From an optimization exercise on the open Yosys and OpenROAD flow, aimed at small area; shortcuts taken in it are not production practice.
Function was checked by simulation only, so behaviour that the tests miss may differ from the original.
Power and IR drop assume default switching activity.

==> flow/design.v <==
package rv32i_types;
  localparam int NUM_FU_DEFAULT = 4;
  typedef struct packed {
    logic        valid;
    logic [4:0]  rd;
    logic [31:0] data;
    logic [31:0] pc;
    logic [31:0] pc_wdata;
    logic [31:0] inst;
    logic [63:0] order;
    logic [4:0]  rs1_addr;
    logic [4:0]  rs2_addr;
    logic [31:0] rs1_rdata;
    logic [31:0] rs2_rdata;
    logic [31:0] mem_addr;
    logic [3:0]  mem_rmask;
    logic [3:0]  mem_wmask;
    logic [31:0] mem_rdata;
    logic [31:0] mem_wdata;
  } cdb_t;
  localparam int CDB_W = 376;   
endpackage
module cdb_fifo (
  input  logic             clk,
  input  logic             rst,
  input  logic             flush,
  input  logic             push,
  input  logic [rv32i_types::CDB_W-1:0] push_data,
  input  logic             pop,
  output logic [rv32i_types::CDB_W-1:0] slot0,
  output logic [rv32i_types::CDB_W-1:0] slot1,
  output logic             rd_ptr,
  output logic             empty,
  output logic             full,
  output logic             do_pop
);
  logic [rv32i_types::CDB_W-1:0] mem0, mem1;
  logic wr_ptr;
  logic do_push;
  assign do_pop  = pop & ~empty;
  assign do_push = push & (~full | do_pop);
  assign slot0   = mem0;
  assign slot1   = mem1;
  always_ff @(posedge clk) begin
    if (do_push & ~wr_ptr) mem0 <= push_data;
  end
  always_ff @(posedge clk) begin
    if (do_push & wr_ptr) mem1 <= push_data;
  end
  always_ff @(posedge clk) begin
    if (rst || flush) begin
      rd_ptr <= 1'b0;
      empty  <= 1'b1;
      full   <= 1'b0;
    end else begin
      if (do_pop) rd_ptr <= ~rd_ptr;
      case ({do_push, do_pop})
        2'b10: begin empty <= 1'b0; full <= ~empty; end
        2'b01: begin full <= 1'b0; empty <= ~full; end
        default: ;
      endcase
    end
  end
  assign wr_ptr = rd_ptr ^ (~empty & ~full);
endmodule
module fu_complete_arbiter
#(
  parameter int NUM_FU = rv32i_types::NUM_FU_DEFAULT,
  localparam int SRC_W = $clog2(NUM_FU)
) (
  input  logic              clk,
  input  logic              rst,
  input  logic              flush,
  input  logic [NUM_FU-1:0] fu_complete_valid,
  input  logic [NUM_FU*rv32i_types::CDB_W-1:0] fu_complete_data,
  output logic [NUM_FU-1:0] fu_slot_free,
  output logic              cdb_valid,
  output logic [rv32i_types::CDB_W-1:0] cdb_data,
  output logic [SRC_W-1:0]  cdb_src,
  output logic              overflow_err
);
  localparam int W = rv32i_types::CDB_W;
  logic [NUM_FU-1:0][W-1:0] slot0;
  logic [NUM_FU-1:0][W-1:0] slot1;
  logic [NUM_FU-1:0] rd_ptr;
  logic [NUM_FU-1:0] empty;
  logic [NUM_FU-1:0] full;
  logic [NUM_FU-1:0] push;
  logic [NUM_FU-1:0] gnt;
  logic [NUM_FU-1:0] pop;
  logic [NUM_FU-1:0] ovf;
  logic [SRC_W-1:0]  rr_ptr;
  logic [SRC_W-1:0]  grant_idx;
  logic              grant_valid;
  logic [W-1:0]      sel_data;
  int                scan_idx;
  for (genvar i = 0; i < NUM_FU; i++) begin : g_fu
    assign push[i] = fu_complete_valid[i] & ~flush;
    assign gnt[i]  = grant_valid & (grant_idx == SRC_W'(i)) & ~flush;
    assign ovf[i]  = push[i] & full[i] & ~pop[i];
    assign fu_slot_free[i] = empty[i] & ~fu_complete_valid[i];
    logic [W-1:0] s0, s1;
    assign slot0[i] = s0;
    assign slot1[i] = s1;
    cdb_fifo u_fifo (
      .clk       (clk),
      .rst       (rst),
      .flush     (flush),
      .push      (push[i]),
      .push_data (fu_complete_data[i*W +: W]),
      .pop       (gnt[i]),
      .slot0     (s0),
      .slot1     (s1),
      .rd_ptr    (rd_ptr[i]),
      .empty     (empty[i]),
      .full      (full[i]),
      .do_pop    (pop[i])
    );
  end
  always_comb begin
    grant_valid = 1'b0;
    grant_idx   = '0;
    scan_idx    = 0;
    for (int k = 0; k < NUM_FU; k++) begin
      scan_idx = int'(rr_ptr) + k;
      if (scan_idx >= NUM_FU) begin
        scan_idx = scan_idx - NUM_FU;
      end
      if (!grant_valid && !empty[scan_idx]) begin
        grant_valid = 1'b1;
        grant_idx   = SRC_W'(scan_idx);
      end
    end
  end
  always_comb begin
    sel_data = '0;
    for (int i = 0; i < NUM_FU; i++) begin
      sel_data = sel_data
               | (slot0[i] & {W{gnt[i] & ~rd_ptr[i]}})
               | (slot1[i] & {W{gnt[i] &  rd_ptr[i]}});
    end
  end
  always_ff @(posedge clk) begin
    cdb_data <= sel_data;
  end
  always_ff @(posedge clk) begin
    if (rst || flush) begin
      cdb_valid <= 1'b0;
      rr_ptr    <= '0;
    end else begin
      cdb_valid <= grant_valid;
      if (grant_valid) begin
        rr_ptr <= grant_idx + 1'b1;
      end
    end
  end
  always_ff @(posedge clk) begin
    cdb_src <= grant_idx;
  end
  always_ff @(posedge clk) begin
    if (rst) begin
      overflow_err <= 1'b0;
    end else if (|ovf) begin
      overflow_err <= 1'b1;
    end
  end
endmodule
==> flow/run.sh <==
#!/bin/bash
# synth_recipe.tcl (not shown) runs the flow's synth.tcl, then flattens the netlist and writes it again
# the make line also repeats each setting of config.mk as NAME=value (left out here)
make -C /OpenROAD-flow-scripts/flow DESIGN_CONFIG=/design/flow/config.mk WORK_HOME=/design/flow/orfs CLKGATE_MAP_FILE= SYNTH_SCRIPT=/design/flow/synth_recipe.tcl finish
==> flow/config.mk <==
export PLATFORM = sky130hd
export DESIGN_NAME = fu_complete_arbiter
export DESIGN_NICKNAME = fu_complete_arbiter
export VERILOG_FILES = /design/flow/design.v
export SDC_FILE = /design/flow/constraint.sdc
export NUM_CORES = 4
export LEC_CHECK = 0
export CAP_MARGIN = 20
export CORE_MARGIN = 2
export CORE_UTILIZATION = 40
export SLEW_MARGIN = 20
==> flow/constraint.sdc <==
create_clock -name core_clock -period 5.0 [get_ports {clk}]
set_input_delay 1.0000 -clock core_clock [delete_from_list [all_inputs] [get_ports {clk}]]
set_output_delay 1.0000 -clock core_clock [all_outputs]
set_load 0.01 [all_outputs]
==> results_dict.tcl <==
set metrics [dict create \
    crit_fanout 42 \
    hold_class "flop to flop" \
    drt_wl_total_um 468000 \
    ios 1895 \
    synth_top_cell_by_area "edfxtp_1" \
    maxSlewHeadroom 0.242 \
    core_sq_mm 0.307 \
    clock.fmax_ghz 0.219 \
    vdd_drop_max_mv 0.339 \
    ys_types 49 \
    sequentialPowerShare 0.475 \
    rsz0062_at_grt "no" \
    clock_skew_ps 33.9 \
    synth_edf_count 3008 \
    dp_hpwl_um 343000 \
    netlist.area_leader.share 0.732 \
    avgSynthCellArea_sq_um 18.9 \
    syn_inst 6528 \
    ys_ff_latch 3402 \
    p_sw_mw 17.5 \
    tns_ps 0 \
    critPathRequiredTime_ps 5510 \
    fin_crit_sh 0.914 \
    async_flop_share 0 \
    ant_nets 0 \
    swShare 0.250 \
    antenna_found_initial 377 \
    rows 203 \
    outcome "no timing/DRC/antenna violations" \
    critPathCaptureType "flop" \
    num_vias 73100 \
    cts-root-buf "clkbuf_16" \
    tightest_slew_ps 1140 \
    drv_cap 0 \
    viasPerCell 5.54 \
    critPathKind "flop to flop" \
    p_int_mw 52.6 \
    syn_nets 8050 \
    post_cts_buffers 0 \
    holdBufCountCts 0 \
    initial_core_util 0.403 \
    grtUsageTotal 0.289 \
    drive_gt1_frac 0.162 \
    drv_slew 0 \
    utilization 0.525 \
    drtPass1Iterations 6 \
    finalHoldViolCount 0 \
    final_nets 10200 \
    synth-seq-area-share 0.795 \
    netlist_area_sq_mm 0.123 \
    clock_latency_ps 910 \
    finalCriticalPeriod_ps 4570 \
    htreeDepth 5 \
    cts.repair.resized 0 \
    clkPwrFrac 0.382 \
    grt_max_degree 121 \
    overflow 0 \
    leakage_nw 50.8 \
    yosysWarningCount 2 \
    cts_tree "built" \
    yosys-top-cells-area "edfxtp_1 (73%), dfxtp_1 (6.4%), mux2i_1 (6.1%)" \
    syn_to_final_growth_pct 30.4 \
    gp_congestion 0.921 \
    setup_violations 0 \
    drcViolationCount 0 \
    die_h_um 560 \
    post_drt_wl_per_cell_um 35.4 \
    powerDensity_mw_per_mm2 435 \
    clk_pin_slew_ps 70 \
    cts_sinks 3402 \
    grt_pass1_wl_um 619000 \
    cp-start-kind "flop" \
    io_buffers 1894 \
    drt_iter0_drc 9031 \
    arrival_ps 5080 \
    cts_buffers 351 \
    clockBufferDepth 4 \
    power_frac_comb 0.143 \
    dieArea_sq_mm 0.313 \
    die-width_um 560 \
    grt_pass1_vias 72200 \
    ys.flop_type "edfxtp_1" \
]
[critical path, stage by stage (launching register included)]
cell and delay, ps:
dfxtp_2 520, inv_4 80, ha_4 330, inv_2 50
or3_4 380, a22oi_1 290, nor2_1 100, or2_2 320
inv_1 90, ha_1 150, nand2_1 120, or2_2 350
nand2_1 80, nand3_1 200, nor2b_4 210, buf_12 190
buf_4 610
[metrics by stage]
stage	std cells	hold WS, ps	instance area, sq um	worst slack (ps)	power [mW]
after global routing	13200	467	161000	178	72.0
after global placement	12400	439	149000	352	43.7
after detailed placement	12400	446	149000	460	43.8
final	13200	439	161000	431	70.1
after floorplan	6528	435	124000	-4310	38.4
after CTS	13000	432	161000	396	70.4
[registers in the layout (all words and copies together) (netlist names)]
register,count
g_fu.u_fifo.mem0,1504
g_fu.u_fifo.mem1,1504
cdb_data,376
g_fu.u_fifo.empty,4
g_fu.u_fifo.full,4
g_fu.u_fifo.rd_ptr,4
cdb_src,2
rr_ptr,2
cdb_valid,1
overflow_err,1
[placed cells by master, fill, tap and decap left out, drive strengths merged, types with 9 or more instances in the layout]
cell type,instances
a21oi,14
a221oi,376
buf,200
bufinv,31
clkbuf,502
clkdlybuf4s50,1894
clkinv,101
clkinvlp,9
dfxtp,394
diode,160
edfxtp,3008
ha,11
inv,22
mux2,380
mux2i,756
nand2,387
nor2,403
o211ai,378
o21ai,9
[power groups by stage]
stage                     registers (mW)  logic [mW]  clock network (mW)
final                               33.3        10.0                26.8
after global routing                33.3        10.5                28.2
after CTS                           33.3        10.0                27.1
after detailed placement            33.9        9.98                   0
after global placement              33.9        9.86                   0
after floorplan                     33.9        4.43                   0
[logic make-up after synthesis]
family                   after synthesis  share of synthesized area
adder cells (fa/ha/maj)               11                    0.00111
AO/OA/AOI/OAI                        799                     0.0683
flip-flops                          3402                      0.795
buffers and inverters                351                     0.0130
AND/OR/NAND/NOR                      824                     0.0258
multiplexers                        1136                     0.0960
XOR/XNOR                               5                   0.000355
[cell usage after synthesis (3+ instances only)]
library cell	number
a21oi_1	14
a221oi_1	56
a221oi_2	320
a22oi_1	6
buf_1	4
buf_2	87
buf_4	14
buf_6	16
clkbuf_1	220
dfxtp_1	394
edfxtp_1	3008
ha_1	11
inv_1	9
mux2_2	380
mux2i_1	755
nand2_1	387
nand3_1	5
nor2_1	403
nor2b_1	8
nor3_1	5
o211ai_1	378
o21a_1	3
o21ai_0	8
or2_2	3
or3_1	3
xnor2_1	3
[layout make-up]
| class | instances | area, sq um |
|---|---|---|
| clock inverters | 153 | 1880 |
| diodes | 160 | 400 |
| clock buffers | 502 | 9980 |
| multi-input cells | 2775 | 23800 |
| fillers | 24700 | 146000 |
| inverters | 10 | 40.0 |
| flip-flops and latches | 3402 | 98200 |
| repair buffers | 2094 | 21600 |
| well taps | 4100 | 5130 |
[path summary, 6_finish.rpt]
kind	endpoint	cells past startpoint	slack [ps]	from
max	g_fu[2].u_fifo.mem1[231]$_DFFE_PP_	16	430	rr_ptr[0]$_SDFFE_PP0N_
min	cdb_data[359]$_DFF_P_	2	440	g_fu[2].u_fifo.mem0[359]$_DFFE_PP_
max reg2reg	g_fu[2].u_fifo.mem1[231]$_DFFE_PP_	16	430	rr_ptr[0]$_SDFFE_PP0N_
min reg2reg	cdb_data[359]$_DFF_P_	2	440	g_fu[2].u_fifo.mem0[359]$_DFFE_PP_
[layer usage]
layer	track usage	routed length, um
met5	0	887
met4	0.158	26300
met1	0.357	173000
met3	0.0803	45900
met2	0.460	222000

==> afterwards: timing with drivers on the ports <==
The results above use ideal ports. As a check the final layout listed here was re-extracted and re-timed, cells and wires unchanged. Step 1 sets driving cells, clkbuf_16 on the clock port and buf_2 on the other inputs (assumed; they add their load-dependent delay and slew). Step 2, shift: input delay + t, output delay - t, t = (earliest + latest rising clock arrival at the registers) / 2. This alone moves slack from input paths to output paths. Slacks: ideal / step 1 / step 2; pairs: ideal / step 1.
t, ns: 0.993
setup WS [ns]: 0.431 / 0.431 / 0.431
hold slack, ns: 0.439 / 0.439 / 0.439
After both steps this run still meets setup and hold. For this run, drivers alone change the setup slack by 0.000 ns; drivers and shift together by 0.000 ns.
